Source: an optimization exercise on an open RTL-to-GDS flow (aim: small area, a short achievable clock period and few clock cycles per item). Production flows keep margins and buffers that such runs may drop. Only simulation tests tie the RTL to the original design; equivalence was not proved.

==> flow/design.v <==
package rs_pkg;
   localparam int SYM_W = 6;                         
   localparam logic [SYM_W-1:0] GF_POLY = 6'b00_0011;
   localparam int NUM_SYND = 20;                     
   localparam int NUM_EPS  = 21;                     
   localparam int NUM_PROD = 15;
endpackage
module gf_expand
(
   input  logic [rs_pkg::SYM_W-1:0]    a,               
   output logic [rs_pkg::NUM_PROD-1:0] f                
);
   logic t0;
   logic t1;
   logic t2;
   logic t3;
   logic t4;
   logic t5;
   logic t6;
   assign t0 = a[0] ^ a[2];
   assign t1 = a[0] ^ a[3];
   assign t2 = a[1] ^ a[2];
   assign t3 = a[1] ^ a[4];
   assign t4 = a[1] ^ a[5];
   assign t5 = a[2] ^ a[3];
   assign t6 = a[3] ^ a[5];
   assign f[0] = t0 ^ t4;
   assign f[1] = t1 ^ t4;
   assign f[2] = t5;
   assign f[3] = a[2];
   assign f[4] = t4;
   assign f[5] = t2 ^ a[5];
   assign f[6] = t6;
   assign f[7] = t3;
   assign f[8] = t3 ^ t6;
   assign f[9] = t1 ^ a[1];
   assign f[10] = t1 ^ t3;
   assign f[11] = a[4];
   assign f[12] = t2;
   assign f[13] = t3 ^ a[0];
   assign f[14] = t0 ^ a[4];
endmodule
module gf_contract
(
   input  logic [rs_pkg::NUM_PROD-1:0] p,               
   output logic [rs_pkg::SYM_W-1:0]    c                
);
   logic t0;
   logic t1;
   logic t2;
   logic t3;
   logic t4;
   logic t5;
   logic t6;
   logic t7;
   assign t0 = p[3] ^ p[7];
   assign t1 = p[11] ^ t0;
   assign t2 = p[0] ^ p[1];
   assign t3 = p[4] ^ t1;
   assign t4 = p[10] ^ p[12];
   assign t5 = p[6] ^ p[9];
   assign t6 = p[14] ^ t2;
   assign t7 = t3 ^ t4;
   assign c[0] = p[5] ^ p[13] ^ t1 ^ t5 ^ t6;
   assign c[1] = p[6] ^ t6 ^ t7;
   assign c[2] = p[11] ^ p[13] ^ t2 ^ t4;
   assign c[3] = p[8] ^ p[13] ^ t7;
   assign c[4] = p[3] ^ p[4] ^ p[8] ^ p[10] ^ t5;
   assign c[5] = p[1] ^ p[2] ^ t3 ^ t5;
endmodule
module polymul_ctrl
(
   input  logic CLK,                                 
   input  logic RESET,                               
   input  logic enable,                              
   input  logic sync,                                
   output logic load,                                
   output logic done                                 
);
   assign load = enable && sync;
   always_ff @(posedge CLK or negedge RESET) begin
      if (!RESET) begin
         done <= 1'b0;
      end
      else if (enable) begin
         done <= sync;
      end
   end
endmodule
module epsilon_shifter
(
   input  logic                                          CLK,        
   input  logic                                          load,       
   input  logic [rs_pkg::NUM_SYND-1:0][rs_pkg::SYM_W-1:0] d,         
   output logic [rs_pkg::NUM_SYND-1:0][rs_pkg::SYM_W-1:0] q          
);
   always_ff @(posedge CLK) begin
      if (load) begin
         q <= d;
      end
   end
endmodule
module syndrome_mac
(
   input  logic [rs_pkg::NUM_SYND-1:0][rs_pkg::SYM_W-1:0]  syndrome_in,    
   input  logic [rs_pkg::NUM_SYND-1:0][rs_pkg::SYM_W-1:0]  epsilon_in,     
   output logic [rs_pkg::NUM_SYND-1:0][rs_pkg::SYM_W-1:0]  product         
);
   logic [rs_pkg::NUM_SYND-1:0][rs_pkg::NUM_PROD-1:0] s_f;       
   logic [rs_pkg::NUM_SYND-1:0][rs_pkg::NUM_PROD-1:0] e_f;       
   logic [rs_pkg::NUM_SYND-1:0][rs_pkg::NUM_PROD-1:0] acc;       
   for (genvar i = 0; i < rs_pkg::NUM_SYND; i++) begin : g_exp
      gf_expand u_s (.a (syndrome_in[i]), .f (s_f[i]));
      gf_expand u_e (.a (epsilon_in[i]),  .f (e_f[i]));
   end
   always_comb begin
      for (int j = 0; j < rs_pkg::NUM_SYND; j++) begin
         acc[j] = '0;
         for (int k = 0; k <= j; k++) begin
            acc[j] = acc[j] ^ (e_f[k] & s_f[j-k]);
         end
      end
   end
   for (genvar j = 0; j < rs_pkg::NUM_SYND; j++) begin : g_con
      gf_contract u_c (.p (acc[j]), .c (product[j]));
   end
endmodule
module rs_polymul
(
   input  logic                            CLK,            
   input  logic                            RESET,          
   input  logic                            enable,         
   input  logic                            sync,           
   input  logic [rs_pkg::NUM_SYND-1:0][rs_pkg::SYM_W-1:0]  syndrome_in,    
   input  logic [rs_pkg::NUM_EPS-1:0][rs_pkg::SYM_W-1:0]   epsilon_in,     
   output logic [rs_pkg::NUM_SYND-1:0][rs_pkg::SYM_W-1:0]  syndrome_out,   
   output logic                            done            
);
   logic             load;                           
   logic [rs_pkg::NUM_SYND-1:0][rs_pkg::SYM_W-1:0] product;     
   polymul_ctrl u_ctrl (
      .CLK    (CLK),
      .RESET  (RESET),
      .enable (enable),
      .sync   (sync),
      .load   (load),
      .done   (done)
   );
   syndrome_mac u_mac (
      .syndrome_in  (syndrome_in),
      .epsilon_in   (epsilon_in[rs_pkg::NUM_SYND-1:0]),
      .product      (product)
   );
   epsilon_shifter u_res (
      .CLK  (CLK),
      .load (load),
      .d    (product),
      .q    (syndrome_out)
   );
endmodule
clock: 5.0 ns
lec_check: 0
cap_margin: 20
core_margin: 2
core_utilization: 55
cts_cluster_diameter: 50
cts_cluster_size: 8
setup_slack_margin: 1.2
slew_margin: 20
standard.sh (not shown) runs the stock make flow with config.mk's settings and CLKGATE_MAP_FILE= SYNTH_SCRIPT=/design/flow/synth_recipe.tcl, a recipe that flattens the netlist after the stock synthesis.
==> flow/flow/run.sh <==
#!/bin/bash
# Standard ORFS layout with these changes: the input port buffers are buf_4
# cells (buffer_ports otherwise picks a slow delay buffer), the output port
# buffers are resized to buf_1 right after global placement, and the 3-input
# XOR cells are not used (two 2-input XORs are smaller and about as fast).
set -euo pipefail
HERE=$(cd "$(dirname "$0")" && pwd)
DU="sky130_fd_sc_hd__probe_p_8 sky130_fd_sc_hd__probec_p_8 sky130_fd_sc_hd__lpflow_bleeder_1 sky130_fd_sc_hd__lpflow_clkbufkapwr_1 sky130_fd_sc_hd__lpflow_clkbufkapwr_16 sky130_fd_sc_hd__lpflow_clkbufkapwr_2 sky130_fd_sc_hd__lpflow_clkbufkapwr_4 sky130_fd_sc_hd__lpflow_clkbufkapwr_8 sky130_fd_sc_hd__lpflow_clkinvkapwr_1 sky130_fd_sc_hd__lpflow_clkinvkapwr_16 sky130_fd_sc_hd__lpflow_clkinvkapwr_2 sky130_fd_sc_hd__lpflow_clkinvkapwr_4 sky130_fd_sc_hd__lpflow_clkinvkapwr_8 sky130_fd_sc_hd__lpflow_decapkapwr_12 sky130_fd_sc_hd__lpflow_decapkapwr_3 sky130_fd_sc_hd__lpflow_decapkapwr_4 sky130_fd_sc_hd__lpflow_decapkapwr_6 sky130_fd_sc_hd__lpflow_decapkapwr_8 sky130_fd_sc_hd__lpflow_inputiso0n_1 sky130_fd_sc_hd__lpflow_inputiso0p_1 sky130_fd_sc_hd__lpflow_inputiso1n_1 sky130_fd_sc_hd__lpflow_inputiso1p_1 sky130_fd_sc_hd__lpflow_inputisolatch_1 sky130_fd_sc_hd__lpflow_isobufsrc_1 sky130_fd_sc_hd__lpflow_isobufsrc_16 sky130_fd_sc_hd__lpflow_isobufsrc_2 sky130_fd_sc_hd__lpflow_isobufsrc_4 sky130_fd_sc_hd__lpflow_isobufsrc_8 sky130_fd_sc_hd__lpflow_isobufsrckapwr_16 sky130_fd_sc_hd__lpflow_lsbuf_lh_hl_isowell_tap_1 sky130_fd_sc_hd__lpflow_lsbuf_lh_hl_isowell_tap_2 sky130_fd_sc_hd__lpflow_lsbuf_lh_hl_isowell_tap_4 sky130_fd_sc_hd__lpflow_lsbuf_lh_isowell_4 sky130_fd_sc_hd__lpflow_lsbuf_lh_isowell_tap_1 sky130_fd_sc_hd__lpflow_lsbuf_lh_isowell_tap_2 sky130_fd_sc_hd__lpflow_lsbuf_lh_isowell_tap_4 sky130_fd_sc_hd__xor3_1 sky130_fd_sc_hd__xor3_2 sky130_fd_sc_hd__xor3_4 sky130_fd_sc_hd__xnor3_1 sky130_fd_sc_hd__xnor3_2 sky130_fd_sc_hd__xnor3_4"
bash standard.sh DONT_USE_CELLS="$DU" BUFFER_PORTS_ARGS="-buffer_cell sky130_fd_sc_hd__buf_4" POST_GLOBAL_PLACE_TCL="$HERE/post_gpl.tcl" finish > standard_flow.log 2>&1
==> flow/flow/post_gpl.tcl <==
# The output ports only drive the fixed 0.01 pF load; a buf_1 is enough for
# their port buffers (buffer_ports uses one cell type for every port).
foreach inst [get_cells output*] {
  replace_cell $inst sky130_fd_sc_hd__buf_1
}
The first run went through all stages and came out clean.
Testbench counts at the start, summed over its fixed seeds: cycles 384, jobs 384.
Rerun with:
==> flow/flow/run.sh (replaced) <==
#!/bin/bash
# Standard ORFS layout with two changes: the port buffers are buf_4 cells
# (buffer_ports otherwise picks a slow delay buffer), and the 3-input XOR
# cells are not used (two 2-input XORs are smaller and about as fast).
set -euo pipefail
DU="sky130_fd_sc_hd__probe_p_8 sky130_fd_sc_hd__probec_p_8 sky130_fd_sc_hd__lpflow_bleeder_1 sky130_fd_sc_hd__lpflow_clkbufkapwr_1 sky130_fd_sc_hd__lpflow_clkbufkapwr_16 sky130_fd_sc_hd__lpflow_clkbufkapwr_2 sky130_fd_sc_hd__lpflow_clkbufkapwr_4 sky130_fd_sc_hd__lpflow_clkbufkapwr_8 sky130_fd_sc_hd__lpflow_clkinvkapwr_1 sky130_fd_sc_hd__lpflow_clkinvkapwr_16 sky130_fd_sc_hd__lpflow_clkinvkapwr_2 sky130_fd_sc_hd__lpflow_clkinvkapwr_4 sky130_fd_sc_hd__lpflow_clkinvkapwr_8 sky130_fd_sc_hd__lpflow_decapkapwr_12 sky130_fd_sc_hd__lpflow_decapkapwr_3 sky130_fd_sc_hd__lpflow_decapkapwr_4 sky130_fd_sc_hd__lpflow_decapkapwr_6 sky130_fd_sc_hd__lpflow_decapkapwr_8 sky130_fd_sc_hd__lpflow_inputiso0n_1 sky130_fd_sc_hd__lpflow_inputiso0p_1 sky130_fd_sc_hd__lpflow_inputiso1n_1 sky130_fd_sc_hd__lpflow_inputiso1p_1 sky130_fd_sc_hd__lpflow_inputisolatch_1 sky130_fd_sc_hd__lpflow_isobufsrc_1 sky130_fd_sc_hd__lpflow_isobufsrc_16 sky130_fd_sc_hd__lpflow_isobufsrc_2 sky130_fd_sc_hd__lpflow_isobufsrc_4 sky130_fd_sc_hd__lpflow_isobufsrc_8 sky130_fd_sc_hd__lpflow_isobufsrckapwr_16 sky130_fd_sc_hd__lpflow_lsbuf_lh_hl_isowell_tap_1 sky130_fd_sc_hd__lpflow_lsbuf_lh_hl_isowell_tap_2 sky130_fd_sc_hd__lpflow_lsbuf_lh_hl_isowell_tap_4 sky130_fd_sc_hd__lpflow_lsbuf_lh_isowell_4 sky130_fd_sc_hd__lpflow_lsbuf_lh_isowell_tap_1 sky130_fd_sc_hd__lpflow_lsbuf_lh_isowell_tap_2 sky130_fd_sc_hd__lpflow_lsbuf_lh_isowell_tap_4 sky130_fd_sc_hd__xor3_1 sky130_fd_sc_hd__xor3_2 sky130_fd_sc_hd__xor3_4 sky130_fd_sc_hd__xnor3_1 sky130_fd_sc_hd__xnor3_2 sky130_fd_sc_hd__xnor3_4"
bash standard.sh DONT_USE_CELLS="$DU" BUFFER_PORTS_ARGS="-buffer_cell sky130_fd_sc_hd__buf_4" finish > standard_flow.log 2>&1
CORE_UTILIZATION = 50   (was 55)
CTS_CLUSTER_DIAMETER = unset   (was 50)
CTS_CLUSTER_SIZE = unset   (was 8)
GPL_TIMING_DRIVEN = 0   (was unset)
SETUP_SLACK_MARGIN = 1.0   (was 1.2)
removed: flow/flow/post_gpl.tcl
Outcome: The changed run ran to the end with no violations; first-iteration DRC count decreases by a little under a tenth; worst hold slack stays flat; global-route usage fell by 1.1 points; maximum frequency fell by a little under a tenth; non-clock buffer count decreases by 70; cell area is higher by a little under a tenth; sequential share of layout area decreases by 0.43 points; clock-buffer cell count does not change; setup slack degrades by 340 ps.
Rerun with:
CORE_UTILIZATION = 55   (was 50)
CTS_CLUSTER_DIAMETER = 50   (was unset)
CTS_CLUSTER_SIZE = 8   (was unset)
GPL_TIMING_DRIVEN = unset   (was 0)
SETUP_SLACK_MARGIN = 1.5   (was 1.0)
TNS_END_PERCENT = 5   (was unset)
Cell area grows slightly.
Worst setup slack gets better by 530 ps.
Hold slack loses 9.3 ps.
Synthesized area does not change.
Global-route usage climbs by 2.4 points.
Rerun with:
CORE_UTILIZATION = 60   (was 55)
SETUP_SLACK_MARGIN = 1.3   (was 1.5)
TNS_END_PERCENT = unset   (was 5)
After rerunning: The changed run died in global routing with GRT-0232. Synthesized cell count stays the same. Area after synthesis does not change.
Rerun with:
CORE_UTILIZATION = 50   (was 60)
SETUP_SLACK_MARGIN = 1.2   (was 1.3)
TNS_END_PERCENT = 5   (was unset)
What happened: With this change the flow completed without violations; synthesized cell count is unchanged; area after synthesis does not change.
Rerun with:
==> flow/flow/run.sh (replaced) <==
#!/bin/bash
# Standard ORFS layout with these changes: the input port buffers are buf_4
# cells (buffer_ports otherwise picks a slow delay buffer), the output port
# buffers are resized to buf_1 right after global placement, and the 3-input
# XOR cells are not used (two 2-input XORs are smaller and about as fast).
# Timing-driven global placement keeps none of its trial buffering.
set -euo pipefail
HERE=$(cd "$(dirname "$0")" && pwd)
DU="sky130_fd_sc_hd__probe_p_8 sky130_fd_sc_hd__probec_p_8 sky130_fd_sc_hd__lpflow_bleeder_1 sky130_fd_sc_hd__lpflow_clkbufkapwr_1 sky130_fd_sc_hd__lpflow_clkbufkapwr_16 sky130_fd_sc_hd__lpflow_clkbufkapwr_2 sky130_fd_sc_hd__lpflow_clkbufkapwr_4 sky130_fd_sc_hd__lpflow_clkbufkapwr_8 sky130_fd_sc_hd__lpflow_clkinvkapwr_1 sky130_fd_sc_hd__lpflow_clkinvkapwr_16 sky130_fd_sc_hd__lpflow_clkinvkapwr_2 sky130_fd_sc_hd__lpflow_clkinvkapwr_4 sky130_fd_sc_hd__lpflow_clkinvkapwr_8 sky130_fd_sc_hd__lpflow_decapkapwr_12 sky130_fd_sc_hd__lpflow_decapkapwr_3 sky130_fd_sc_hd__lpflow_decapkapwr_4 sky130_fd_sc_hd__lpflow_decapkapwr_6 sky130_fd_sc_hd__lpflow_decapkapwr_8 sky130_fd_sc_hd__lpflow_inputiso0n_1 sky130_fd_sc_hd__lpflow_inputiso0p_1 sky130_fd_sc_hd__lpflow_inputiso1n_1 sky130_fd_sc_hd__lpflow_inputiso1p_1 sky130_fd_sc_hd__lpflow_inputisolatch_1 sky130_fd_sc_hd__lpflow_isobufsrc_1 sky130_fd_sc_hd__lpflow_isobufsrc_16 sky130_fd_sc_hd__lpflow_isobufsrc_2 sky130_fd_sc_hd__lpflow_isobufsrc_4 sky130_fd_sc_hd__lpflow_isobufsrc_8 sky130_fd_sc_hd__lpflow_isobufsrckapwr_16 sky130_fd_sc_hd__lpflow_lsbuf_lh_hl_isowell_tap_1 sky130_fd_sc_hd__lpflow_lsbuf_lh_hl_isowell_tap_2 sky130_fd_sc_hd__lpflow_lsbuf_lh_hl_isowell_tap_4 sky130_fd_sc_hd__lpflow_lsbuf_lh_isowell_4 sky130_fd_sc_hd__lpflow_lsbuf_lh_isowell_tap_1 sky130_fd_sc_hd__lpflow_lsbuf_lh_isowell_tap_2 sky130_fd_sc_hd__lpflow_lsbuf_lh_isowell_tap_4 sky130_fd_sc_hd__xor3_1 sky130_fd_sc_hd__xor3_2 sky130_fd_sc_hd__xor3_4 sky130_fd_sc_hd__xnor3_1 sky130_fd_sc_hd__xnor3_2 sky130_fd_sc_hd__xnor3_4"
bash standard.sh DONT_USE_CELLS="$DU" BUFFER_PORTS_ARGS="-buffer_cell sky130_fd_sc_hd__buf_4" POST_GLOBAL_PLACE_TCL="$HERE/post_gpl.tcl" GPL_KEEP_OVERFLOW=0 finish > standard_flow.log 2>&1
==> flow/flow/post_gpl.tcl (new file) <==
# The output ports only drive the fixed 0.01 pF load; a buf_1 is enough for
# their port buffers (buffer_ports uses one cell type for every port).
foreach inst [get_cells output*] {
  replace_cell $inst sky130_fd_sc_hd__buf_1
}
CORE_UTILIZATION = 55   (was 50)
TNS_END_PERCENT = unset   (was 5)
The new run produced a layout that fails on max-capacitance violations, max-slew violations.
Final cell count falls slightly.
Die area went down by a little under a tenth.

==> static timing again, ports no longer ideal <==
How much do the figures lean on ideal ports? The routed layouts below were timed once more, with nothing changed but the port constraints.
Step 1: set_driving_cell puts a clkbuf_16 on CLK and a buf_2 on each other input, an assumption about the parent block.
Step 2 moves the port delays by t, midway between the first and last clock arrival at a register: inputs arrive t later, outputs are due t later. That takes back most of the time a late clock gives input paths.
Slacks: no drivers / after step 1 / after step 2; pairs: no drivers / after step 1.
| run | shift t [ns] | setup slack, ns | latest minus earliest clock arrival (ns) |
|---|---|---|---|
| the first run | 0.496 | 1.006 / 1.034 / 0.538 | 0.014 / 0.014 |
| the second run | 0.504 | 0.669 / 0.695 / 0.191 | 0.030 / 0.030 |
| the third run | 0.496 | 1.200 / 1.194 / 0.698 | 0.023 / 0.023 |
| the fifth run | 0.497 | 1.014 / 1.039 / 0.542 | 0.024 / 0.025 |
| the sixth run | 0.510 | 0.266 / 0.285 / -0.224 | 0.012 / 0.011 |
The setup slack of the third run, which loses most, moves by -0.006 ns with the drivers and by -0.502 ns with both steps.
